Background: an optimization exercise with open tools, aiming at small area and a short achievable clock period. Do not read the settings as production practice. The RTL was checked by simulation tests, not by an equivalence proof against the original design. The flow treats the clock pin as an ideal source. Dropping or thinning the clock tree relies on that and would not hold on a real chip. Power figures rest on the tool's default switching activity, not on a simulated workload.

Design d5m_frame_axis_bridge, start of the top module:
module d5m_frame_axis_bridge #(
  parameter int DATA_WIDTH = 24,
  parameter int FIFO_DEPTH = 64,
  parameter int X_WIDTH    = 12,
  parameter int Y_WIDTH    = 12,
  parameter int BAR_SHIFT  = 5
) (
  input  logic                  ACLK,
  input  logic                  ARESETN,
  input  logic [DATA_WIDTH-1:0] idata,
  input  logic                  ifval,
  input  logic                  ilval,
  input  logic                  cfg_test_en,
  input  logic                  cfg_clr_ovf,
  input  logic                  m_axis_tready,
  output logic                  m_axis_tvalid,
  output logic [DATA_WIDTH-1:0] m_axis_tdata,
  output logic                  m_axis_tuser,
  output logic                  m_axis_tlast,
  output logic [X_WIDTH-1:0]    xCord,
  output logic [Y_WIDTH-1:0]    yCord,
  output logic [X_WIDTH-1:0]    frame_width,
  output logic [Y_WIDTH-1:0]    frame_height,
  output logic [15:0]           frame_count,
  output logic                  endOfFrame,
  output logic                  ovf_flag
);
Size: ~4,000 cells after synthesis, roughly 120 I/O pins, about 0.069 mm2 of cells after synthesis.
export LEC_CHECK = 0
export CAP_MARGIN = 20
export CORE_MARGIN = 2
export CORE_UTILIZATION = 70
export SETUP_SLACK_MARGIN = 2.6
export SLEW_MARGIN = 20
export TNS_END_PERCENT = 10
create_clock -name core_clock -period 5.0 [get_ports {ACLK}]
standard.sh (not shown) runs the stock make flow with config.mk's settings and CLKGATE_MAP_FILE= SYNTH_SCRIPT=/design/flow/synth_recipe.tcl, a recipe that flattens the netlist after the stock synthesis.
==> flow/flow/run.sh <==
#!/bin/bash
set -euo pipefail
export BUFFER_PORTS_ARGS="-buffer_cell sky130_fd_sc_hd__buf_4"
export CTS_ARGS="-sink_clustering_enable -repair_clock_nets -sink_clustering_size 30 -sink_clustering_max_diameter 100 -dont_use_dummy_load"
bash standard.sh > standard.log 2>&1
Edit:
SETUP_SLACK_MARGIN = 2.8   (was 2.6)
TNS_END_PERCENT = 100   (was 10)
=> Maximum frequency is higher by 9.1%; clock power hardly moves; clock-buffer cell count stays the same; worst hold slack degrades by 0.013 ns; via count barely changes; final area is higher by about 2%; final cell count is higher by 1.1%; global-route usage is lower by 0.65 points; register-to-register slack improves by 0.23 ns; area after synthesis does not change.

d5m_frame_axis_bridge, a different RTL version from the one above (not shown whole).
Size: roughly 4500 cells after synthesis, ~1900 flip-flops, ~70000 µm² of cells after synthesis.
clock: 5.0 ns
lec_check: 0
cap_margin: 20
core_margin: 2
core_utilization: 70
setup_slack_margin: 2.8
slew_margin: 20
tns_end_percent: 100
==> flow/flow/run.sh <==
#!/bin/bash
set -euo pipefail
export LAYER_PARASITICS_FILE="$(pwd)/flow/rc_pessimistic.tcl"
export BUFFER_PORTS_ARGS="-buffer_cell sky130_fd_sc_hd__buf_4"
export PRE_CTS_TCL="$(pwd)/flow/cts_manual.tcl"
PLATFORM_DONT_USE="sky130_fd_sc_hd__probe_p_8 sky130_fd_sc_hd__probec_p_8 sky130_fd_sc_hd__lpflow_bleeder_1 sky130_fd_sc_hd__lpflow_clkbufkapwr_1 sky130_fd_sc_hd__lpflow_clkbufkapwr_16 sky130_fd_sc_hd__lpflow_clkbufkapwr_2 sky130_fd_sc_hd__lpflow_clkbufkapwr_4 sky130_fd_sc_hd__lpflow_clkbufkapwr_8 sky130_fd_sc_hd__lpflow_clkinvkapwr_1 sky130_fd_sc_hd__lpflow_clkinvkapwr_16 sky130_fd_sc_hd__lpflow_clkinvkapwr_2 sky130_fd_sc_hd__lpflow_clkinvkapwr_4 sky130_fd_sc_hd__lpflow_clkinvkapwr_8 sky130_fd_sc_hd__lpflow_decapkapwr_12 sky130_fd_sc_hd__lpflow_decapkapwr_3 sky130_fd_sc_hd__lpflow_decapkapwr_4 sky130_fd_sc_hd__lpflow_decapkapwr_6 sky130_fd_sc_hd__lpflow_decapkapwr_8 sky130_fd_sc_hd__lpflow_inputiso0n_1 sky130_fd_sc_hd__lpflow_inputiso0p_1 sky130_fd_sc_hd__lpflow_inputiso1n_1 sky130_fd_sc_hd__lpflow_inputiso1p_1 sky130_fd_sc_hd__lpflow_inputisolatch_1 sky130_fd_sc_hd__lpflow_isobufsrc_1 sky130_fd_sc_hd__lpflow_isobufsrc_16 sky130_fd_sc_hd__lpflow_isobufsrc_2 sky130_fd_sc_hd__lpflow_isobufsrc_4 sky130_fd_sc_hd__lpflow_isobufsrc_8 sky130_fd_sc_hd__lpflow_isobufsrckapwr_16 sky130_fd_sc_hd__lpflow_lsbuf_lh_hl_isowell_tap_1 sky130_fd_sc_hd__lpflow_lsbuf_lh_hl_isowell_tap_2 sky130_fd_sc_hd__lpflow_lsbuf_lh_hl_isowell_tap_4 sky130_fd_sc_hd__lpflow_lsbuf_lh_isowell_4 sky130_fd_sc_hd__lpflow_lsbuf_lh_isowell_tap_1 sky130_fd_sc_hd__lpflow_lsbuf_lh_isowell_tap_2 sky130_fd_sc_hd__lpflow_lsbuf_lh_isowell_tap_4 sky130_fd_sc_hd__fill_1 sky130_fd_sc_hd__fill_2 sky130_fd_sc_hd__fill_4 sky130_fd_sc_hd__fill_8 "
EXTRA_DONT_USE="sky130_fd_sc_hd__or4_1 sky130_fd_sc_hd__or4_2 sky130_fd_sc_hd__or4_4 sky130_fd_sc_hd__or4b_1 sky130_fd_sc_hd__or4b_2 sky130_fd_sc_hd__or4b_4 sky130_fd_sc_hd__a22o_1 sky130_fd_sc_hd__a22o_2 sky130_fd_sc_hd__a22o_4 sky130_fd_sc_hd__a221oi_1 sky130_fd_sc_hd__a221oi_2 sky130_fd_sc_hd__a221oi_4 sky130_fd_sc_hd__a221o_1 sky130_fd_sc_hd__a221o_2 sky130_fd_sc_hd__a221o_4"
bash standard.sh "DONT_USE_CELLS=$PLATFORM_DONT_USE $EXTRA_DONT_USE" finish > standard.log 2>&1
==> flow/flow/rc_pessimistic.tcl <==
set_layer_rc -layer li1 -capacitance [expr {1.25 * 1.499e-04}] -resistance [expr {1.25 * 7.176e-02}]
set_layer_rc -layer met1 -capacitance [expr {1.25 * 1.72375E-04}] -resistance [expr {1.25 * 8.929e-04}]
set_layer_rc -layer met2 -capacitance [expr {1.25 * 1.36233E-04}] -resistance [expr {1.25 * 8.929e-04}]
set_layer_rc -layer met3 -capacitance [expr {1.25 * 2.14962E-04}] -resistance [expr {1.25 * 1.567e-04}]
set_layer_rc -layer met4 -capacitance [expr {1.25 * 1.48128E-04}] -resistance [expr {1.25 * 1.567e-04}]
set_layer_rc -layer met5 -capacitance [expr {1.25 * 1.54087E-04}] -resistance [expr {1.25 * 1.781e-05}]

set_layer_rc -via mcon -resistance 9.249146E-3
set_layer_rc -via via -resistance 4.5E-3
set_layer_rc -via via2 -resistance 3.368786E-3
set_layer_rc -via via3 -resistance 0.376635E-3
set_layer_rc -via via4 -resistance 0.00580E-3

set_wire_rc -signal -layer met1
set_wire_rc -clock -layer met3
Other scripts of this flow, unchanged in this note and not shown: flow/flow/cts_manual.tcl
Change:
--- a/flow/flow/run.sh
+++ b/flow/flow/run.sh
@@ -2,3 +2,2 @@
 set -euo pipefail
-export LAYER_PARASITICS_FILE="$(pwd)/flow/rc_pessimistic.tcl"
 export BUFFER_PORTS_ARGS="-buffer_cell sky130_fd_sc_hd__buf_4"
removed: flow/flow/rc_pessimistic.tcl
Result:
- The changed run passed the timing, design-rule and antenna checks
- synthesized cell count does not change
- cell area went down by about 3%
- power went down by 0.52%
- clock skew went down by 0.019 ns
- global-route usage went down by 3.5 points
- worst hold slack got worse by 0.0043 ns
- utilization went down by 2.3 points
- critical path depth is unchanged
- worst setup slack got worse by 0.21 ns
- combinational power went down by about 10%
- final cell count went down by about 3.3%
Change:
--- a/flow/flow/run.sh
+++ b/flow/flow/run.sh
@@ -2,2 +2,3 @@
 set -euo pipefail
+export LAYER_PARASITICS_FILE="$(pwd)/flow/rc_pessimistic.tcl"
 export BUFFER_PORTS_ARGS="-buffer_cell sky130_fd_sc_hd__buf_4"
==> flow/flow/rc_pessimistic.tcl (new file) <==
set_layer_rc -layer li1 -capacitance [expr {1.25 * 1.499e-04}] -resistance [expr {1.25 * 7.176e-02}]
set_layer_rc -layer met1 -capacitance [expr {1.25 * 1.72375E-04}] -resistance [expr {1.25 * 8.929e-04}]
set_layer_rc -layer met2 -capacitance [expr {1.25 * 1.36233E-04}] -resistance [expr {1.25 * 8.929e-04}]
set_layer_rc -layer met3 -capacitance [expr {1.25 * 2.14962E-04}] -resistance [expr {1.25 * 1.567e-04}]
set_layer_rc -layer met4 -capacitance [expr {1.25 * 1.48128E-04}] -resistance [expr {1.25 * 1.567e-04}]
set_layer_rc -layer met5 -capacitance [expr {1.25 * 1.54087E-04}] -resistance [expr {1.25 * 1.781e-05}]

set_layer_rc -via mcon -resistance 9.249146E-3
set_layer_rc -via via -resistance 4.5E-3
set_layer_rc -via via2 -resistance 3.368786E-3
set_layer_rc -via via3 -resistance 0.376635E-3
set_layer_rc -via via4 -resistance 0.00580E-3

set_wire_rc -signal -layer met1
set_wire_rc -clock -layer met3
SETUP_SLACK_MARGIN = 2.9   (was 2.8)
=> Wire length increases by 4.7%; synthesized cell count stays the same; total power increases by 0.48%; sequential share of layout area decreases by 2.5 points; maximum frequency increases by 10%.
Change:
SETUP_SLACK_MARGIN = 3.0   (was 2.9)
What happened: The new run ran to the end with no violations. First-iteration DRC count increases by 4.8%. Combinational power increases by about 10%. Register-to-register slack is better by 0.10 ns. Die area stays the same. Final area increases by 3.2%. Wire length increases by 3.1%. Setup slack is worse by 0.0075 ns. Flip-flop and latch count stays the same. Clock skew decreases by 0.0064 ns. Power increases by 0.44%.
No run of this note takes its clock network from TritonCTS; it comes from the design's own scripts or RTL.

main:
Another version of the RTL of d5m_frame_axis_bridge (not shown whole).
Size: ~1900 flip-flops, about 120 I/O pins, ~69000 um2 of cells after synthesis.
==> flow/config.mk <==
export PLATFORM = sky130hd
export DESIGN_NAME = d5m_frame_axis_bridge
export DESIGN_NICKNAME = d5m_frame_axis_bridge
export VERILOG_FILES = /design/flow/design.v
export SDC_FILE = /design/flow/constraint.sdc
export NUM_CORES = 4
export LEC_CHECK = 0
export CAP_MARGIN = 20
export CORE_MARGIN = 2
export CORE_UTILIZATION = 70
export SETUP_SLACK_MARGIN = 2.8
export SLEW_MARGIN = 60
export TNS_END_PERCENT = 100
==> flow/constraint.sdc <==
create_clock -name core_clock -period 5.0 [get_ports {ACLK}]
set_input_delay 1.0000 -clock core_clock [delete_from_list [all_inputs] [get_ports {ACLK}]]
set_output_delay 1.0000 -clock core_clock [all_outputs]
set_load 0.01 [all_outputs]
==> flow/flow/run.sh <==
#!/bin/bash
set -euo pipefail
export BUFFER_PORTS_ARGS="-buffer_cell sky130_fd_sc_hd__buf_4"
export CTS_ARGS="-sink_clustering_enable -repair_clock_nets -sink_clustering_size 30 -sink_clustering_max_diameter 100 -dont_use_dummy_load"
PLATFORM_DONT_USE="sky130_fd_sc_hd__probe_p_8 sky130_fd_sc_hd__probec_p_8 sky130_fd_sc_hd__lpflow_bleeder_1 sky130_fd_sc_hd__lpflow_clkbufkapwr_1 sky130_fd_sc_hd__lpflow_clkbufkapwr_16 sky130_fd_sc_hd__lpflow_clkbufkapwr_2 sky130_fd_sc_hd__lpflow_clkbufkapwr_4 sky130_fd_sc_hd__lpflow_clkbufkapwr_8 sky130_fd_sc_hd__lpflow_clkinvkapwr_1 sky130_fd_sc_hd__lpflow_clkinvkapwr_16 sky130_fd_sc_hd__lpflow_clkinvkapwr_2 sky130_fd_sc_hd__lpflow_clkinvkapwr_4 sky130_fd_sc_hd__lpflow_clkinvkapwr_8 sky130_fd_sc_hd__lpflow_decapkapwr_12 sky130_fd_sc_hd__lpflow_decapkapwr_3 sky130_fd_sc_hd__lpflow_decapkapwr_4 sky130_fd_sc_hd__lpflow_decapkapwr_6 sky130_fd_sc_hd__lpflow_decapkapwr_8 sky130_fd_sc_hd__lpflow_inputiso0n_1 sky130_fd_sc_hd__lpflow_inputiso0p_1 sky130_fd_sc_hd__lpflow_inputiso1n_1 sky130_fd_sc_hd__lpflow_inputiso1p_1 sky130_fd_sc_hd__lpflow_inputisolatch_1 sky130_fd_sc_hd__lpflow_isobufsrc_1 sky130_fd_sc_hd__lpflow_isobufsrc_16 sky130_fd_sc_hd__lpflow_isobufsrc_2 sky130_fd_sc_hd__lpflow_isobufsrc_4 sky130_fd_sc_hd__lpflow_isobufsrc_8 sky130_fd_sc_hd__lpflow_isobufsrckapwr_16 sky130_fd_sc_hd__lpflow_lsbuf_lh_hl_isowell_tap_1 sky130_fd_sc_hd__lpflow_lsbuf_lh_hl_isowell_tap_2 sky130_fd_sc_hd__lpflow_lsbuf_lh_hl_isowell_tap_4 sky130_fd_sc_hd__lpflow_lsbuf_lh_isowell_4 sky130_fd_sc_hd__lpflow_lsbuf_lh_isowell_tap_1 sky130_fd_sc_hd__lpflow_lsbuf_lh_isowell_tap_2 sky130_fd_sc_hd__lpflow_lsbuf_lh_isowell_tap_4 sky130_fd_sc_hd__fill_1 sky130_fd_sc_hd__fill_2 sky130_fd_sc_hd__fill_4 sky130_fd_sc_hd__fill_8 "
EXTRA_DONT_USE="sky130_fd_sc_hd__or4_1 sky130_fd_sc_hd__or4_2 sky130_fd_sc_hd__or4_4 sky130_fd_sc_hd__or4b_1 sky130_fd_sc_hd__or4b_2 sky130_fd_sc_hd__or4b_4 sky130_fd_sc_hd__a22o_1 sky130_fd_sc_hd__a22o_2 sky130_fd_sc_hd__a22o_4 sky130_fd_sc_hd__a221oi_1 sky130_fd_sc_hd__a221oi_2 sky130_fd_sc_hd__a221oi_4 sky130_fd_sc_hd__a221o_1 sky130_fd_sc_hd__a221o_2 sky130_fd_sc_hd__a221o_4"
bash standard.sh "DONT_USE_CELLS=$PLATFORM_DONT_USE $EXTRA_DONT_USE" finish > standard.log 2>&1
#### Input delta (the feature branch over main)
- a change of SLEW_MARGIN from 60 to 20
diff --git a/flow/flow/run.sh b/flow/flow/run.sh
--- a/flow/flow/run.sh
+++ b/flow/flow/run.sh
@@ -2,2 +2,3 @@
 set -euo pipefail
+export LAYER_PARASITICS_FILE="$(pwd)/flow/rc_pessimistic.tcl"
 export BUFFER_PORTS_ARGS="-buffer_cell sky130_fd_sc_hd__buf_4"
==> flow/flow/rc_pessimistic.tcl (new file) <==
set_layer_rc -layer li1 -capacitance [expr {1.25 * 1.499e-04}] -resistance [expr {1.25 * 7.176e-02}]
set_layer_rc -layer met1 -capacitance [expr {1.25 * 1.72375E-04}] -resistance [expr {1.25 * 8.929e-04}]
set_layer_rc -layer met2 -capacitance [expr {1.25 * 1.36233E-04}] -resistance [expr {1.25 * 8.929e-04}]
set_layer_rc -layer met3 -capacitance [expr {1.25 * 2.14962E-04}] -resistance [expr {1.25 * 1.567e-04}]
set_layer_rc -layer met4 -capacitance [expr {1.25 * 1.48128E-04}] -resistance [expr {1.25 * 1.567e-04}]
set_layer_rc -layer met5 -capacitance [expr {1.25 * 1.54087E-04}] -resistance [expr {1.25 * 1.781e-05}]

set_layer_rc -via mcon -resistance 9.249146E-3
set_layer_rc -via via -resistance 4.5E-3
set_layer_rc -via via2 -resistance 3.368786E-3
set_layer_rc -via via3 -resistance 0.376635E-3
set_layer_rc -via via4 -resistance 0.00580E-3

set_wire_rc -signal -layer met1
set_wire_rc -clock -layer met3
Results
For number of fill cells in the layout, dividing the value from main by the value from the feature branch gives 0.941. Compared to main, the feature branch has number of antenna violations at the first check in global routing 14 higher. Startpoint of the worst setup timing path: m_axis_tready -> the feature branch, out_q[25]$_SDFFE_PN0P_ -> main. Delta (the feature branch minus main): non-clock buffer count went down 7.8%; total wirelength of the detailed-routed design went up 25000 um; met2 track demand over resource in global routing went up 1.3 points; final worst setup slack went down 0.14 ns; worst slack after detailed placement went down 0.11 ns. The feature branch: no failed stages, no open violations at the end. The routability congestion estimate of the feature branch is higher than that of main. From main to the feature branch the numbers moved as follows: headroom to the max-slew limit moved down; final sum of negative setup slack comparable.

static timing again, ports no longer ideal:
In the flow no input, the clock included, has a driving cell. The finished layouts below were timed again as built, in two steps. Step 1 (the two cells are an assumption about what drives the block):
set clk [get_ports {ACLK}]
set_driving_cell -lib_cell sky130_fd_sc_hd__clkbuf_16 $clk
set_driving_cell -lib_cell sky130_fd_sc_hd__buf_2 [delete_from_list [all_inputs] $clk]
Step 2 times the ports against the registers' clock, not the clock port: input delays grow and output delays shrink by t, the midpoint of the rising clock arrivals with the driver on. Slacks: ideal ports / drivers / drivers and shift; pairs: ideal ports / drivers.
run	shift t [ns]	slack for setup (ns)	worst hold slack (ns)	worst register clock-pin slew, ns
the first run of note 1	0.758	2.197 / 2.197 / 1.815	0.478 / 0.478 / 0.478	0.12 / 0.12
the second run of note 1	0.769	2.431 / 2.431 / 1.962	0.465 / 0.465 / 0.465	0.12 / 0.12
the first run of note 2	0.739	2.827 / 2.649 / 2.279	0.471 / 0.471 / 0.471	0.12 / 0.12
the second run of note 2	0.720	2.621 / 2.575 / 2.270	0.467 / 0.467 / 0.467	0.12 / 0.12
the third run of note 2	0.732	2.838 / 2.654 / 2.410	0.483 / 0.483 / 0.483	0.12 / 0.12
the fourth run of note 2	0.733	2.830 / 2.639 / 2.369	0.470 / 0.470 / 0.470	0.12 / 0.12
main	0.783	2.671 / 2.597 / 2.043	0.474 / 0.447 / 0.474	0.12 / 0.12
the feature branch	0.774	2.527 / 2.552 / 1.796	0.479 / 0.479 / 0.479	0.12 / 0.12
After both steps every run listed still meets setup and hold. For the feature branch, which loses most, drivers alone change the setup slack by +0.025 ns; drivers and shift together by -0.731 ns.
